Source: an optimization exercise on an open RTL-to-GDS flow (aim: small area). Production flows keep margins and buffers that such runs may drop.
The RTL of this run was laid out without a check of its function.
No activity file was given, so power comes from the tool's default toggle rates.

==> flow/run.sh <==
#!/bin/bash
# synth_recipe.tcl (not shown) runs the flow's synth.tcl, then flattens the netlist and writes it again
# the make line also repeats each setting of config.mk as NAME=value (left out here)
make -C /OpenROAD-flow-scripts/flow DESIGN_CONFIG=/design/flow/config.mk WORK_HOME=/design/flow/orfs CLKGATE_MAP_FILE= SYNTH_SCRIPT=/design/flow/synth_recipe.tcl finish
==> flow/config.mk <==
export PLATFORM = sky130hd
export DESIGN_NAME = rv_decode_issue
export DESIGN_NICKNAME = rv_decode_issue
export VERILOG_FILES = /design/flow/design.v
export SDC_FILE = /design/flow/constraint.sdc
export NUM_CORES = 4
export LEC_CHECK = 0
export CAP_MARGIN = 20
export CORE_MARGIN = 2
export CORE_UTILIZATION = 65
export SLEW_MARGIN = 20
export SYNTH_HIERARCHICAL = 1
==> flow/constraint.sdc <==
create_clock -name core_clock -period 5.0 [get_ports {clk}]
set_input_delay 1.0000 -clock core_clock [delete_from_list [all_inputs] [get_ports {clk}]]
set_output_delay 1.0000 -clock core_clock [all_outputs]
set_load 0.01 [all_outputs]
==> flow/design.v <==
package rv_pkg;
    localparam logic [6:0] OP_RTYPE = 7'b0110011;
    localparam logic [6:0] F7_BASE  = 7'b0000000;
    localparam logic [6:0] F7_ALT   = 7'b0100000;
    localparam logic [2:0] F3_ADD   = 3'b000;
    localparam logic [2:0] F3_AND   = 3'b111;
    localparam logic [2:0] F3_OR    = 3'b110;
    localparam logic [2:0] F3_XOR   = 3'b100;
    localparam int OPC_LSB = 0;
    localparam int RD_LSB  = 7;
    localparam int F3_LSB  = 12;
    localparam int RS1_LSB = 15;
    localparam int RS2_LSB = 20;
    localparam int F7_LSB  = 25;
    typedef enum logic [2:0] {
        ALU_ADD,
        ALU_SUB,
        ALU_AND,
        ALU_OR,
        ALU_XOR,
        ALU_ILLEGAL
    } alu_op_t;
    function automatic rv_pkg::alu_op_t decode_op(input logic [31:0] w);
        logic [9:0] key;
        rv_pkg::alu_op_t    op;
        key = {w[rv_pkg::F7_LSB +: 7], w[rv_pkg::F3_LSB +: 3]};
        op  = rv_pkg::ALU_ILLEGAL;
        if (w[rv_pkg::OPC_LSB +: 7] == rv_pkg::OP_RTYPE) begin
            case (key)
                {rv_pkg::F7_BASE, rv_pkg::F3_ADD}: op = rv_pkg::ALU_ADD;
                {rv_pkg::F7_ALT,  rv_pkg::F3_ADD}: op = rv_pkg::ALU_SUB;
                {rv_pkg::F7_BASE, rv_pkg::F3_AND}: op = rv_pkg::ALU_AND;
                {rv_pkg::F7_BASE, rv_pkg::F3_OR }: op = rv_pkg::ALU_OR;
                {rv_pkg::F7_BASE, rv_pkg::F3_XOR}: op = rv_pkg::ALU_XOR;
                default:           op = rv_pkg::ALU_ILLEGAL;
            endcase
        end
        decode_op = op;
    endfunction
endpackage
module rv_regfile #(
    parameter int XLEN = 32
) (
    input  logic            clk,
    input  logic            we,
    input  logic [4:0]      waddr,
    input  logic [XLEN-1:0] wdata,
    input  logic [4:0]      raddr1,
    input  logic [4:0]      raddr2,
    output logic [XLEN-1:0] rdata1,
    output logic [XLEN-1:0] rdata2
);
    logic [XLEN-1:0] mem_q [1:31];
    logic [31:0]     wsel, rsel1, rsel2;
    assign wsel  = we ? (32'd1 << waddr) : 32'd0;
    assign rsel1 = 32'd1 << raddr1;
    assign rsel2 = 32'd1 << raddr2;
    for (genvar i = 1; i < 32; i++) begin : g_reg
        always_ff @(posedge clk) begin
            if (wsel[i]) begin
                mem_q[i] <= wdata;
            end
        end
    end
    for (genvar b = 0; b < XLEN; b++) begin : g_rd
        logic [31:1] col;
        for (genvar i = 1; i < 32; i++) begin : g_col
            assign col[i] = mem_q[i][b];
        end
        rv_rf_rbit u_r1 (.d(col), .sel(rsel1[31:1]), .y(rdata1[b]));
        rv_rf_rbit u_r2 (.d(col), .sel(rsel2[31:1]), .y(rdata2[b]));
    end
endmodule
module rv_rf_rbit (
    input  logic [31:1] d,
    input  logic [31:1] sel,
    output logic        y
);
    logic [10:0] g_n;
    logic [2:0]  h;
    for (genvar k = 0; k < 10; k++) begin : g_aoi
        rv_aoi222 u_aoi (
            .a0(d[3*k+1]), .b0(sel[3*k+1]),
            .a1(d[3*k+2]), .b1(sel[3*k+2]),
            .a2(d[3*k+3]), .b2(sel[3*k+3]),
            .y (g_n[k])
        );
    end
    rv_nand2 u_n31 (.a(d[31]), .b(sel[31]), .y(g_n[10]));
    rv_nand4 u_h0 (.a(g_n[0]), .b(g_n[1]), .c(g_n[2]),  .d(g_n[3]), .y(h[0]));
    rv_nand4 u_h1 (.a(g_n[4]), .b(g_n[5]), .c(g_n[6]),  .d(g_n[7]), .y(h[1]));
    rv_nand3 u_h2 (.a(g_n[8]), .b(g_n[9]), .c(g_n[10]), .y(h[2]));
    assign y = |h;
endmodule
module rv_aoi222 (
    input  logic a0, b0, a1, b1, a2, b2,
    output logic y
);
    assign y = !((a0 & b0) | (a1 & b1) | (a2 & b2));
endmodule
module rv_nand2 (
    input  logic a, b,
    output logic y
);
    assign y = !(a & b);
endmodule
module rv_nand3 (
    input  logic a, b, c,
    output logic y
);
    assign y = !(a & b & c);
endmodule
module rv_nand4 (
    input  logic a, b, c, d,
    output logic y
);
    assign y = !(a & b & c & d);
endmodule
module rv_decode_issue
#(
    parameter int XLEN         = 32,
    parameter int INFLIGHT_MAX = 4
) (
    input  logic            clk,
    input  logic            rst_n,
    input  logic            instr_valid,
    input  logic [31:0]     instr,
    output logic            instr_ready,
    input  logic            wb_en,
    input  logic [4:0]      wb_rd,
    input  logic [XLEN-1:0] wb_data,
    output logic            issue_valid,
    output logic [6:0]      OPCODE,
    output logic [6:0]      FUNC7,
    output logic [2:0]      FUNC3,
    output logic [XLEN-1:0] OP1,
    output logic [XLEN-1:0] OP2,
    output logic [4:0]      issue_rd,
    output logic            illegal_instr
);
    logic [4:0]  rd, rs1, rs2;
    logic        legal, hazard, room, take;
    logic [31:0] wb_mask, busy_live, rd_mask;
    logic [31:1] busy_q;
    logic [2:0]  count_q;
    logic        valid_q, illegal_q;
    logic [4:0]  rd_q, rs1_q, rs2_q;
    logic [2:0]  func3_q;
    logic        sub_q;
    assign rd    = instr[rv_pkg::RD_LSB +: 5];
    assign rs1   = instr[rv_pkg::RS1_LSB +: 5];
    assign rs2   = instr[rv_pkg::RS2_LSB +: 5];
    assign legal = rv_pkg::decode_op(instr) != rv_pkg::ALU_ILLEGAL;
    rv_regfile #(.XLEN(XLEN)) u_rf (
        .clk    (clk),
        .we     (wb_en),
        .waddr  (wb_rd),
        .wdata  (wb_data),
        .raddr1 (rs1_q),
        .raddr2 (rs2_q),
        .rdata1 (OP1),
        .rdata2 (OP2)
    );
    logic [31:0] busy_all;
    logic        hz1, hz2, hzd;
    assign busy_all  = {busy_q, 1'b0};
    assign wb_mask   = wb_en ? (32'd1 << wb_rd) : 32'd0;
    assign busy_live = busy_all & ~wb_mask;
    assign rd_mask   = 32'd1 << rd;
    assign hz1       = busy_all[rs1] & !(wb_en && (wb_rd == rs1));
    assign hz2       = busy_all[rs2] & !(wb_en && (wb_rd == rs2));
    assign hzd       = busy_all[rd]  & !(wb_en && (wb_rd == rd));
    assign hazard    = hz1 | hz2 | hzd;
    assign room      = !count_q[2] | wb_en;
    assign instr_ready = rst_n & (!legal | (!hazard & room));
    assign take        = instr_valid & legal & !hazard & room;
    always_ff @(posedge clk or negedge rst_n) begin
        if (!rst_n) begin
            busy_q    <= '0;
            count_q   <= '0;
            valid_q   <= 1'b0;
            illegal_q <= 1'b0;
        end else begin
            busy_q    <= busy_live[31:1] | ({31{take}} & rd_mask[31:1]);
            if (take && !wb_en) begin
                count_q <= count_q + 3'd1;
            end else if (!take && wb_en && (count_q != 3'd0)) begin
                count_q <= count_q - 3'd1;
            end
            valid_q   <= take;
            illegal_q <= instr_valid & !legal;
        end
    end
    always_ff @(posedge clk) begin
        rd_q    <= rd;
        rs1_q   <= rs1;
        rs2_q   <= rs2;
        func3_q <= instr[rv_pkg::F3_LSB +: 3];
        sub_q   <= instr[rv_pkg::F7_LSB + 5];
    end
    assign issue_valid   = valid_q;
    assign illegal_instr = illegal_q;
    assign OPCODE        = rv_pkg::OP_RTYPE;
    assign FUNC7         = {1'b0, sub_q, 5'b0};
    assign FUNC3         = func3_q;
    assign issue_rd      = rd_q;
endmodule
==> notes.md <==
CTS Root Cell clkbuf_16; final setup fails 8; Antenna Nets Post-Route 0; final worst path period share 101.1%; r2r startpoint busy_q[7]$_DFF_PN0_; gr usage total 43.25%; Die Y 257.8 µm; post-synth top area cell edfxtp_1; final core utilization 76.48%; Slew Limit Headroom 22.42%; MaxCap Viol Count 0; Hold-fix buffers, CTS 0; total grt overflow 0; Final #Nets 2826; critical path type register to output port; Hold Path Class primary input to asynchronous set/reset pin; mapped cell area 0.04188 mm²; antenna violations before repair 4; post-placement cell area 0.04588 mm²; critical path, cell by cell or3b_2, nor2_2, buf_12, a222oi_1, nand4_1, or3_1, clkdlybuf4s50_1; layout cell share with drive strength beyond 1 16.33%; clk buf depth 3; largest net degree at the start of global routing 37; CTS tree done; Post CTS Setup Buffer Count 0; Worst EP required 4000 ps; mean area per synthesized cell 17.51 µm²; top cells by area, synth edfxtp_1 71%, a222oi_1 15%, dfrtp_1 2.2%; Num CTS Buffers 100; R2R depth 9; Fail Reasons setup timing; crit-path max FO 17; final instance area 0.04904 mm²; slowest stage cell, crit path nor2_2; vias in the first global route 30.68k; Tmin final 5055 ps; residual DRC count 0; asr flop ratio synth 3.438%; Final Hold Viols 0; Highest Clock Rate 197.8 MHz; clock skew 22.42 ps; kind of cell adding the most delay to the critical path simple AND/OR/NAND/NOR gates; reg2reg setup slack 960 ps; Post-synth EDFFs 992; yosys warns 9; Mapped Cells 2392; synth cell count leaders 992 x edfxtp_1, 640 x a222oi_1, 130 x nand4_1; RD Place Congestion 0.9530; Starting Density 65.31%; Via density 8.623; Stages on worst setup path 7; PD cells 377.5 mW/mm²; # clock sinks 1047; Worst-path clk slew 60 ps; vias 31.89k; Seq cells post-synth 1047; buffers and inverters on the worst path 2; FP Rows 93; RSZ-0062 raised after global routing false; worst setup path endpoint OP1[12]; final worst slack -55.36 ps; area growth from synthesis to layout 17.10%; Setup crit start rs1_q[4]$_DFF_P_; Pleak 15.66 nW; core area 0.06412 mm²; first-pass GRT wire length 206.6 mm; port bufs 148; initial DRC count 10.04k; Setup crit end kind output port; WP data arrival 4060 ps; io pins 162; pre-CTS setup slack -194.9 ps; final setup TNS -172.6 ps; Avg WL per Cell 39.79 µm; outcome complete, but fails checks; Max Transition Viols Final 0; Worst R2R End count_q[2]$_DFFE_PN0P_; Clock Latency Late Sink 650 ps; worst-case hold slack 460.3 ps; CTS H-tree depth 3; top-count cell post-synth edfxtp_1; ys flop type edfxtp_1; Post-Route WL 147.1 mm; die area 0.06647 mm²; DP HPWL 85.61 mm; top cell type's share of synthesized area 71.14%; VDD IR max 0.3364 mV; Die W 257.8 µm; sequential area share after synthesis 74.20%; actual slew at the worst max-slew pin 1160 ps; Worst Setup Start Kind register; TritonRoute pass-1 iters 15; unique cell type count in the Yosys netlist 58; Critical Path Max Stage Delay 830 ps
## modules after synthesis, one instance, submodules excluded, a selection
module,cells inside,flops+latches
rv_decode_issue,302,55
rv_aoi222,1,0
rv_nand4,1,0
rv_rf_rbit,1,0
rv_nand3,1,0
rv_nand2,1,0
## cell families after synthesis
kind of cell | Yosys count | share of synthesized area [%]
compound gates | 720 | 16.39
xor+xnor | 16 | 0.3346
fa+ha+maj | 1 | 0.04781
buf+inv | 43 | 0.6723
flops | 1047 | 74.20
mux | 36 | 1.518
other cells | 2 | 0.01793
simple gates | 527 | 6.827
## state kept, by name, summed over array words and instances (netlist names)
signal	count
rs2_q	5
valid_q	1
rd_q	5
illegal_q	1
count_q	3
rs1_q	5
u_rf.mem_q	992
func3_q	3
busy_q	31
sub_q	1
## how the worst min path moves through the flow
stage                                       from                     end  slack [ps]  depth (start not counted)
after detailed placement    busy_q[24]$_DFF_PN0_    busy_q[24]$_DFF_PN0_         630                          2
final                                      rst_n     busy_q[3]$_DFF_PN0_         460                          2
after floorplan              busy_q[6]$_DFF_PN0_     busy_q[6]$_DFF_PN0_         500                          2
after global routing                       rst_n     busy_q[3]$_DFF_PN0_         500                          2
after global placement    count_q[1]$_DFFE_PN0P_  count_q[1]$_DFFE_PN0P_         610                          2
after CTS                                  rst_n     busy_q[3]$_DFF_PN0_         470                          2
## what timing repair did
action,4_1_cts,5_1_grt
gates cloned,0,0
hold endpoints to repair,0,0
setup endpoints to repair,2,4
resized for setup,1,4
## worst register-to-register path: stages, from the launching register on
cell	delay, ps
dfrtp_1	470
mux4_2	510
mux4_2	460
o211a_1	260
a211o_1	270
or3_2	520
or2_2	310
fa_1	400
or4_2	650
o211ai_1	110
## per-stage QoR
stage          power (mW)  cells
2_1_floorplan       10.44   2403
3_3_place_gp        11.16   3503
3_5_place_dp        11.20   3503
4_1_cts             18.46   3688
5_1_grt             18.87   3690
6_report            18.51   3698
## final cells by class
type | instances | area [µm²]
antenna | 8 | 20.02
clock buffer | 124 | 2708
clock inverter | 61 | 505.5
fill | 3673 | 15080
inverter | 1 | 3.754
multi-input combinational | 1313 | 11070
sequential | 1047 | 31070
tap | 855 | 1070
timing repair buffer | 289 | 2592
## where the power goes
group | switching (mW) | leakage (nW) | internal [mW] | total [mW]
Clock | 3.25 | 1.59 | 4.20 | 7.45
Combinational | 0.814 | 4.49 | 0.443 | 1.26
Sequential | 0.0823 | 9.59 | 9.72 | 9.80
Total | 4.15 | 15.7 | 14.4 | 18.5
## cell usage in the layout, fill, tap and decap left out, types with 14 or more instances in the layout
| master | count |
|---|---|
| clkinv_2 | 27 |
| nand4_1 | 130 |
| buf_12 | 14 |
| nor2_4 | 52 |
| or3_1 | 67 |
| nand2_1 | 83 |
| edfxtp_1 | 992 |
| nor2_2 | 41 |
| clkbuf_16 | 104 |
| clkinv_1 | 21 |
| a222oi_1 | 640 |
| dfrtp_1 | 36 |
| dfxtp_1 | 19 |
| buf_4 | 125 |
| clkbuf_1 | 17 |
| nand3b_1 | 19 |
| clkdlybuf4s50_1 | 119 |
| mux4_2 | 19 |
| buf_2 | 27 |
| o21ai_0 | 58 |
| nand3_1 | 74 |
## per-layer routing
layer	up-vias	global-route usage (%)	share of wire, %
li1	12210	-	-
met1	15400	57.92	32
met2	3696	64.74	45
met3	578	11.02	17
met4	6	26.30	7.1
met5	-	0	0.026

-- afterwards: timing with drivers on the ports --
The flow's constraints put no driver on any port. The routed layout listed below was extracted and timed again, unchanged, in two steps.
Step 1, drivers: a clkbuf_16 drives clk and a buf_2 each remaining input, both assumed.
Step 2 times the ports against the registers' clock, not the clock port: input delays grow and output delays shrink by t, the midpoint of the rising clock arrivals with the driver on.
a / b / c = no drivers / after step 1 / after step 2; a / b = the first two.
t, ns: 0.716
setup slack, ns: -0.055 / -0.123 / -0.049
worst setup path after step 2: input to register
slew at the worst register clock pin (ns): 0.07 / 0.07
The setup slack of this run moves by -0.068 ns with the drivers and by +0.006 ns with both steps.
